From an optimization exercise on the open Yosys and OpenROAD flow, aimed at small area, a short achievable clock period and few clock cycles per item; shortcuts taken in it are not production practice. RTL that was checked went through simulation tests only; none was proved equivalent to the original. No activity file was given, so power comes from the tool's default toggle rates.

==> run C: inputs <==
==> flow/design.v (excerpt) <==
module signed_int_alu_div_mod_core (
    input  logic        i_clk,
    input  logic        i_rst_n,
    input  logic        i_valid,
    output logic        o_ready,
    input  logic [2:0]  i_command,
    input  logic [31:0] i_operand_a,
    input  logic [31:0] i_operand_b,
    output logic        o_valid,
    input  logic        i_ready,
    output logic [31:0] o_result,
    output logic        o_status
);
clock: 10.0 ns
lec_check: 0
abc_area: 1
cap_margin: 20
core_margin: 2
core_utilization: 40
cts_cluster_diameter: 120
cts_cluster_size: 26
slew_margin: 20
setup_slack_margin: 6.8
standard.sh (not shown) runs the stock make flow with config.mk's settings and CLKGATE_MAP_FILE= SYNTH_SCRIPT=/design/flow/synth_recipe.tcl, a recipe that flattens the netlist after the stock synthesis.
==> flow/flow/run.sh <==
#!/bin/bash
set -euo pipefail
bash standard.sh synth > standard_synth.log 2>&1
cat >> config.mk <<'EOM'
export DONT_USE_CELLS += sky130_fd_sc_hd__clkdlybuf4s15_1 sky130_fd_sc_hd__clkdlybuf4s15_2 sky130_fd_sc_hd__clkdlybuf4s18_1 sky130_fd_sc_hd__clkdlybuf4s18_2 sky130_fd_sc_hd__clkdlybuf4s25_1 sky130_fd_sc_hd__clkdlybuf4s25_2 sky130_fd_sc_hd__clkdlybuf4s50_1 sky130_fd_sc_hd__clkdlybuf4s50_2 sky130_fd_sc_hd__dlygate4sd1_1 sky130_fd_sc_hd__dlygate4sd2_1 sky130_fd_sc_hd__dlygate4sd3_1 sky130_fd_sc_hd__dlymetal6s2s_1 sky130_fd_sc_hd__dlymetal6s4s_1 sky130_fd_sc_hd__dlymetal6s6s_1
EOM
bash standard.sh place > standard_place.log 2>&1
echo "export SETUP_SLACK_MARGIN = ${FLOW_MARGIN_NS:-6.8}" >> config.mk
bash standard.sh finish > standard_finish.log 2>&1
==> run Z (differences from run C) <==
--- a/flow/design.v
+++ b/flow/design.v
@@ -4360,38 +4360,33 @@
     assign w_cy31[30] = w_gg31_78;
     assign w_cy31[31] = w_gg31_79;
     assign w_c31 = w_gg31_80;
     assign w_s31 = w_p31 ^ w_cy31;
     assign w_sel31 = (w_m27 & r_n26[31]) | (w_dv27 & w_c31) | w_as27;
     assign w_r31 = w_sel31 ? w_s31 : w_x31;
     assign w_q31 = {r_n26[30:0], w_sel31};
-    logic        r_v27, r_g27;
-    logic [1:0]  r_t27;
-    logic [31:0] r_d27, r_n27;
-    logic [31:0] r_r27;
+    logic        w_stp, r_vf, r_stf, r_gf;
+    logic [31:0] w_magp, r_magf;
+    assign w_stp  = r_t26[1] & ~|r_d26;
+    assign w_magp = (r_t26 == 2'd2) ? w_q31 : w_r31;
     always_ff @(posedge i_clk) begin
-        if (!i_rst_n) r_v27 <= 1'b0;
-        else r_v27 <= r_v26;
-        r_t27 <= r_t26;
-        r_g27 <= r_g26;
-        r_d27 <= r_d26;
-        r_n27 <= w_q31;
-        r_r27 <= w_r31;
+        if (!i_rst_n) r_vf <= 1'b0;
+        else r_vf <= r_v26;
+        r_stf  <= w_stp;
+        r_gf   <= r_g26;
+        r_magf <= w_magp;
     end
-    logic        w_dz;
-    logic [31:0] w_mag, w_orm;
-    assign w_dz  = ~|r_d27;
-    assign w_st  = r_t27[1] & w_dz;
-    assign w_mag = (r_t27 == 2'd2) ? r_n27 : r_r27;
+    logic [31:0] w_orm;
+    assign w_st  = r_stf;
     assign w_orm[0] = 1'b0;
     generate for (gi = 1; gi < 32; gi = gi + 1) begin : g_orm
-        assign w_orm[gi] = |w_mag[gi-1:0];
+        assign w_orm[gi] = |r_magf[gi-1:0];
     end endgenerate
-    assign w_res = w_st ? 32'd0 : (w_mag ^ (w_orm & {32{r_g27}}));
-    assign w_end_v = r_v27;
+    assign w_res = w_st ? 32'd0 : (r_magf ^ (w_orm & {32{r_gf}}));
+    assign w_end_v = r_vf;
     assign w_rec   = w_end_v && (r_sv || (r_cnt != 5'd0));
     assign w_push  = w_end_v && !r_sv && (r_cnt == 5'd0);
     logic        n_ov, n_sv, n_end_v;
     logic [4:0]  n_cnt;
     always_comb begin
         n_ov = r_ov;
         n_sv = r_sv;
==> flow_results.org <==
** Status
- The flow ran to the end and the layout has no timing, DRC or antenna violations.

** Route
- Detailed-route via count :: roughly 60000
- Using the TritonRoute via totals, the vias-per-cell ratio works out to 4.86.

** Timing
- Time the final worst path needs with I/O delays and setup :: ~3.3 ns
- Setup slack closes at about 6.7 ns.
- For the pin with the worst max-slew slack, the measured transition is between 1 and 1.5 ns.

** Placement
- DP Cell Count :: around 12000

** Pwr
- Flip-flop and latch power :: 12.6 mW
- VDD sags by at most between 0.00015 and 0.0002 V.

** Clock tree
- Clock slew at reported path FFs :: ~0.090 ns

** Final layout
- Of all the cell area in the finished design, the clock network holds 0.0296.
- Post-route design area :: about 95000 sq um

** Yosys
- The share of synthesized area in the top cell type comes to 0.564.
Source of the figures above: run Z

==> flow_results.org <==
** Status
- Run status :: complete, no violations

** Pwr
- Reported combinational group power :: between 6 and 7 mW
- VDD sags by at most 0.000159 V.
- Flip-flop and latch power :: 12.9 mW

** Final layout
- Post-route design area :: 97100 sq um
- The fraction of final cell area spent on non-clock buffers in this run is 0.0214.
- Portion of the layout cell area used by clock cells :: 0.0295

** Route
- Remaining number of nets flagged by the antenna check after routing :: 0
- In the routed layout, each cell is associated on average with a via count of ~4.9.
- The routed layout has approximately 62000 vias.
- Wire segments on met3 add up to 8060 microns in the final route.

** Timing
- The worst path needs 3.27 ns of the cycle, external delays included.
- Setup slack on the critical path of the routed design comes to between 6 and 7 ns.

** Yosys
- Share of the synthesized area in the top cell type :: 0.574

** Clock tree
- Clock slew at reported path FFs :: approximately 0.10 ns

** Placement
- Counting tap cells, the placed design contains a total of approximately 12000 instances.
Source of the figures above: run C

Testbench counts of run C, summed over its fixed seeds: cycles 24,232, items 24,000.
The RTL of run Z was laid out without a check of its function.

========
==> run a <==
Another version of the RTL of signed_int_alu_div_mod_core (not shown whole).
==> flow/config.mk <==
export PLATFORM = sky130hd
export DESIGN_NAME = signed_int_alu_div_mod_core
export DESIGN_NICKNAME = signed_int_alu_div_mod_core
export VERILOG_FILES = /design/flow/design.v
export SDC_FILE = /design/flow/constraint.sdc
export NUM_CORES = 4
export LEC_CHECK = 0
export ABC_AREA = 1
export CAP_MARGIN = 20
export CORE_MARGIN = 2
export CORE_UTILIZATION = 40
export CTS_CLUSTER_DIAMETER = 110
export CTS_CLUSTER_SIZE = 28
export SLEW_MARGIN = 20
export DONT_USE_CELLS += sky130_fd_sc_hd__clkdlybuf4s15_1 sky130_fd_sc_hd__clkdlybuf4s15_2 sky130_fd_sc_hd__clkdlybuf4s18_1 sky130_fd_sc_hd__clkdlybuf4s18_2 sky130_fd_sc_hd__clkdlybuf4s25_1 sky130_fd_sc_hd__clkdlybuf4s25_2 sky130_fd_sc_hd__clkdlybuf4s50_1 sky130_fd_sc_hd__clkdlybuf4s50_2 sky130_fd_sc_hd__dlygate4sd1_1 sky130_fd_sc_hd__dlygate4sd2_1 sky130_fd_sc_hd__dlygate4sd3_1 sky130_fd_sc_hd__dlymetal6s2s_1 sky130_fd_sc_hd__dlymetal6s4s_1 sky130_fd_sc_hd__dlymetal6s6s_1
export SETUP_SLACK_MARGIN = 7.0
==> flow/constraint.sdc <==
create_clock -name core_clock -period 10.0 [get_ports {i_clk}]
set_input_delay 2.0000 -clock core_clock [delete_from_list [all_inputs] [get_ports {i_clk}]]
set_output_delay 2.0000 -clock core_clock [all_outputs]
set_load 0.01 [all_outputs]
==> flow/flow/run.sh <==
#!/bin/bash
set -euo pipefail
bash standard.sh synth > standard_synth.log 2>&1
cat >> config.mk <<'EOM'
export DONT_USE_CELLS += sky130_fd_sc_hd__clkdlybuf4s15_1 sky130_fd_sc_hd__clkdlybuf4s15_2 sky130_fd_sc_hd__clkdlybuf4s18_1 sky130_fd_sc_hd__clkdlybuf4s18_2 sky130_fd_sc_hd__clkdlybuf4s25_1 sky130_fd_sc_hd__clkdlybuf4s25_2 sky130_fd_sc_hd__clkdlybuf4s50_1 sky130_fd_sc_hd__clkdlybuf4s50_2 sky130_fd_sc_hd__dlygate4sd1_1 sky130_fd_sc_hd__dlygate4sd2_1 sky130_fd_sc_hd__dlygate4sd3_1 sky130_fd_sc_hd__dlymetal6s2s_1 sky130_fd_sc_hd__dlymetal6s4s_1 sky130_fd_sc_hd__dlymetal6s6s_1
EOM
bash standard.sh place > standard_place.log 2>&1
echo "export SETUP_SLACK_MARGIN = ${FLOW_MARGIN_NS:-7.0}" >> config.mk
bash standard.sh finish > standard_finish.log 2>&1
==> inputs of run b, as changes to run a <==
==> flow/flow/run.sh (replaced) <==
#!/bin/bash
set -euo pipefail
bash standard.sh synth > standard_synth.log 2>&1
cat >> config.mk <<'EOM'
export DONT_USE_CELLS += sky130_fd_sc_hd__clkdlybuf4s15_1 sky130_fd_sc_hd__clkdlybuf4s15_2 sky130_fd_sc_hd__clkdlybuf4s18_1 sky130_fd_sc_hd__clkdlybuf4s18_2 sky130_fd_sc_hd__clkdlybuf4s25_1 sky130_fd_sc_hd__clkdlybuf4s25_2 sky130_fd_sc_hd__clkdlybuf4s50_1 sky130_fd_sc_hd__clkdlybuf4s50_2 sky130_fd_sc_hd__dlygate4sd1_1 sky130_fd_sc_hd__dlygate4sd2_1 sky130_fd_sc_hd__dlygate4sd3_1 sky130_fd_sc_hd__dlymetal6s2s_1 sky130_fd_sc_hd__dlymetal6s4s_1 sky130_fd_sc_hd__dlymetal6s6s_1
EOM
bash standard.sh place > standard_place.log 2>&1
echo "export SETUP_SLACK_MARGIN = ${FLOW_MARGIN_NS:-6.8}" >> config.mk
bash standard.sh finish > standard_finish.log 2>&1
==> flow/config.mk (replaced) <==
export PLATFORM = sky130hd
export DESIGN_NAME = signed_int_alu_div_mod_core
export DESIGN_NICKNAME = signed_int_alu_div_mod_core
export VERILOG_FILES = /design/flow/design.v
export SDC_FILE = /design/flow/constraint.sdc
export NUM_CORES = 4
export LEC_CHECK = 0
export ABC_AREA = 1
export CAP_MARGIN = 20
export CORE_MARGIN = 2
export CORE_UTILIZATION = 40
export CTS_CLUSTER_DIAMETER = 120
export CTS_CLUSTER_SIZE = 26
export SLEW_MARGIN = 20
export DONT_USE_CELLS += sky130_fd_sc_hd__clkdlybuf4s15_1 sky130_fd_sc_hd__clkdlybuf4s15_2 sky130_fd_sc_hd__clkdlybuf4s18_1 sky130_fd_sc_hd__clkdlybuf4s18_2 sky130_fd_sc_hd__clkdlybuf4s25_1 sky130_fd_sc_hd__clkdlybuf4s25_2 sky130_fd_sc_hd__clkdlybuf4s50_1 sky130_fd_sc_hd__clkdlybuf4s50_2 sky130_fd_sc_hd__dlygate4sd1_1 sky130_fd_sc_hd__dlygate4sd2_1 sky130_fd_sc_hd__dlygate4sd3_1 sky130_fd_sc_hd__dlymetal6s2s_1 sky130_fd_sc_hd__dlymetal6s4s_1 sky130_fd_sc_hd__dlymetal6s6s_1
export SETUP_SLACK_MARGIN = 6.8
==> inputs of run c, as changes to run a <==
--- a/flow/design.v
+++ b/flow/design.v
@@ -4487,35 +4487,40 @@
     assign w_cy31[29] = w_gg31_77;
     assign w_cy31[30] = w_gg31_78;
     assign w_cy31[31] = w_gg31_79;
     assign w_c31 = w_gg31_80;
     assign w_s31 = w_p31 ^ w_cy31;
     assign w_sel31 = (w_m28 & r_n27[31]) | (w_dv28 & w_c31) | w_as28;
     assign w_r31 = w_sel31 ? w_s31 : w_x31;
     assign w_q31 = {r_n27[30:0], w_sel31};
-    logic        w_stp, r_vf, r_stf, r_gf;
-    logic [31:0] w_magp, r_magf;
-    assign w_stp  = r_t27[1] & ~|r_d27;
-    assign w_magp = (r_t27 == 2'd2) ? w_q31 : w_r31;
+    logic        r_v28, r_g28;
+    logic [1:0]  r_t28;
+    logic [31:0] r_d28, r_n28;
+    logic [31:0] r_r28;
     always_ff @(posedge i_clk) begin
-        if (!i_rst_n) r_vf <= 1'b0;
-        else r_vf <= r_v27;
-        r_stf  <= w_stp;
-        r_gf   <= r_g27;
-        r_magf <= w_magp;
+        if (!i_rst_n) r_v28 <= 1'b0;
+        else r_v28 <= r_v27;
+        r_t28 <= r_t27;
+        r_g28 <= r_g27;
+        r_d28 <= r_d27;
+        r_n28 <= w_q31;
+        r_r28 <= w_r31;
     end
-    logic [31:0] w_orm;
-    assign w_st  = r_stf;
+    logic        w_dz;
+    logic [31:0] w_mag, w_orm;
+    assign w_dz  = ~|r_d28;
+    assign w_st  = r_t28[1] & w_dz;
+    assign w_mag = (r_t28 == 2'd2) ? r_n28 : r_r28;
     assign w_orm[0] = 1'b0;
     generate for (gi = 1; gi < 32; gi = gi + 1) begin : g_orm
-        assign w_orm[gi] = |r_magf[gi-1:0];
+        assign w_orm[gi] = |w_mag[gi-1:0];
     end endgenerate
-    assign w_res = w_st ? 32'd0 : (r_magf ^ (w_orm & {32{r_gf}}));
-    assign w_end_v = r_vf;
+    assign w_res = w_st ? 32'd0 : (w_mag ^ (w_orm & {32{r_g28}}));
+    assign w_end_v = r_v28;
     assign w_rec   = w_end_v && (r_sv || (r_cnt != 5'd0));
     assign w_push  = w_end_v && !r_sv && (r_cnt == 5'd0);
     logic        n_ov, n_sv, n_end_v;
     logic [4:0]  n_cnt;
     always_comb begin
         n_ov = r_ov;
         n_sv = r_sv;
         if (!r_ov || i_ready) begin
==> flow/flow/run.sh (replaced) <==
#!/bin/bash
set -euo pipefail
bash standard.sh synth > standard_synth.log 2>&1
cat >> config.mk <<'EOM'
export DONT_USE_CELLS += sky130_fd_sc_hd__clkdlybuf4s15_1 sky130_fd_sc_hd__clkdlybuf4s15_2 sky130_fd_sc_hd__clkdlybuf4s18_1 sky130_fd_sc_hd__clkdlybuf4s18_2 sky130_fd_sc_hd__clkdlybuf4s25_1 sky130_fd_sc_hd__clkdlybuf4s25_2 sky130_fd_sc_hd__clkdlybuf4s50_1 sky130_fd_sc_hd__clkdlybuf4s50_2 sky130_fd_sc_hd__dlygate4sd1_1 sky130_fd_sc_hd__dlygate4sd2_1 sky130_fd_sc_hd__dlygate4sd3_1 sky130_fd_sc_hd__dlymetal6s2s_1 sky130_fd_sc_hd__dlymetal6s4s_1 sky130_fd_sc_hd__dlymetal6s6s_1
EOM
bash standard.sh place > standard_place.log 2>&1
echo "export SETUP_SLACK_MARGIN = ${FLOW_MARGIN_NS:-6.8}" >> config.mk
bash standard.sh finish > standard_finish.log 2>&1
==> flow/config.mk (replaced) <==
export PLATFORM = sky130hd
export DESIGN_NAME = signed_int_alu_div_mod_core
export DESIGN_NICKNAME = signed_int_alu_div_mod_core
export VERILOG_FILES = /design/flow/design.v
export SDC_FILE = /design/flow/constraint.sdc
export NUM_CORES = 4
export LEC_CHECK = 0
export ABC_AREA = 1
export CAP_MARGIN = 20
export CORE_MARGIN = 2
export CORE_UTILIZATION = 40
export CTS_CLUSTER_DIAMETER = 120
export CTS_CLUSTER_SIZE = 26
export SLEW_MARGIN = 20
export DONT_USE_CELLS += sky130_fd_sc_hd__clkdlybuf4s15_1 sky130_fd_sc_hd__clkdlybuf4s15_2 sky130_fd_sc_hd__clkdlybuf4s18_1 sky130_fd_sc_hd__clkdlybuf4s18_2 sky130_fd_sc_hd__clkdlybuf4s25_1 sky130_fd_sc_hd__clkdlybuf4s25_2 sky130_fd_sc_hd__clkdlybuf4s50_1 sky130_fd_sc_hd__clkdlybuf4s50_2 sky130_fd_sc_hd__dlygate4sd1_1 sky130_fd_sc_hd__dlygate4sd2_1 sky130_fd_sc_hd__dlygate4sd3_1 sky130_fd_sc_hd__dlymetal6s2s_1 sky130_fd_sc_hd__dlymetal6s4s_1 sky130_fd_sc_hd__dlymetal6s6s_1
export SETUP_SLACK_MARGIN = 6.8
==> comparison table <==
Outcome: run c finished clean; run b finished clean; run a finished clean
Power in sequential cells: run c 13.1 mW; run b 12.9 mW; run a 12.9 mW
Clk network pwr share: run c 20.5%; run b 20.4%; run a 19.8%
Min Tclk post-route: run c 3.30 ns; run b 3.24 ns; run a 3.25 ns
Combinational Power Share: run c 26.7%; run b 27.3%; run a 28.0%
Capture instance of the worst register-to-register path: run c r_r4[6]; run b r_r4[5]; run a r_r4[6]
Share of synthesized area spent on multiplexers: run c 0%; run b 0.0128%; run a 0.0128%
Global-route track usage on met1: run c 21.7%; run b 21.9%; run a 21.9%
Global-route track usage on met2: run c 29.4%; run b 30.3%; run a 30.5%
First-pass GRT wire length: run c 310 mm; run b 311 mm; run a 313 mm
Worst-case register-to-register setup slack: run c 6.80 ns; run b 6.92 ns; run a 6.90 ns
Origin of the worst min-delay path: run c r_n25[2]; run b r_n17[18]; run a r_n21[30]
Depth of the most critical reg-to-reg path: run c 17; run b 18; run a 19
Worst setup endpoint: run c o_result[17]; run b o_result[8]; run a o_result[9]
Testbench counts of run a, summed over its fixed seeds: cycles 24,240, items 24,000.
Testbench counts of run b, summed over its fixed seeds: cycles 24,240, items 24,000.
Testbench counts of run c, summed over its fixed seeds: cycles 24,240, items 24,000.

## port drivers added, routing unchanged
How much do the figures lean on ideal ports? The routed layouts below were timed once more, with nothing changed but the port constraints. Step 1 sets driving cells, clkbuf_16 on the clock port and buf_2 on the other inputs (assumed; they add their load-dependent delay and slew). Step 2, shift: input delay + t, output delay - t, t = (earliest + latest rising clock arrival at the registers) / 2. This alone moves slack from input paths to output paths. Three values: ideal, step 1, step 2; two values: the first two.
run | t, ns | slack for setup (ns) | worst hold slack (ns) | latest minus earliest clock arrival (ns) | worst slew at a driven data input, ns
run C of note 1 | 0.869 | 6.728 / 6.642 / 5.989 | 0.296 / 0.296 / 0.296 | 0.064 / 0.064 | 0.19
run Z of note 1 | 0.851 | 6.673 / 6.588 / 6.062 | 0.303 / 0.303 / 0.303 | 0.066 / 0.065 | 0.13
run a of note 2 | 0.847 | 6.755 / 6.671 / 6.190 | 0.308 / 0.308 / 0.308 | 0.066 / 0.065 | 0.17
run b of note 2 | 0.839 | 6.756 / 6.675 / 6.058 | 0.311 / 0.311 / 0.311 | 0.042 / 0.042 | 0.15
run c of note 2 | 0.854 | 6.701 / 6.614 / 6.016 | 0.273 / 0.273 / 0.273 | 0.089 / 0.090 | 0.13
After both steps every run listed still meets setup and hold. For run C of note 1, which loses most, drivers alone change the setup slack by -0.086 ns; drivers and shift together by -0.739 ns.
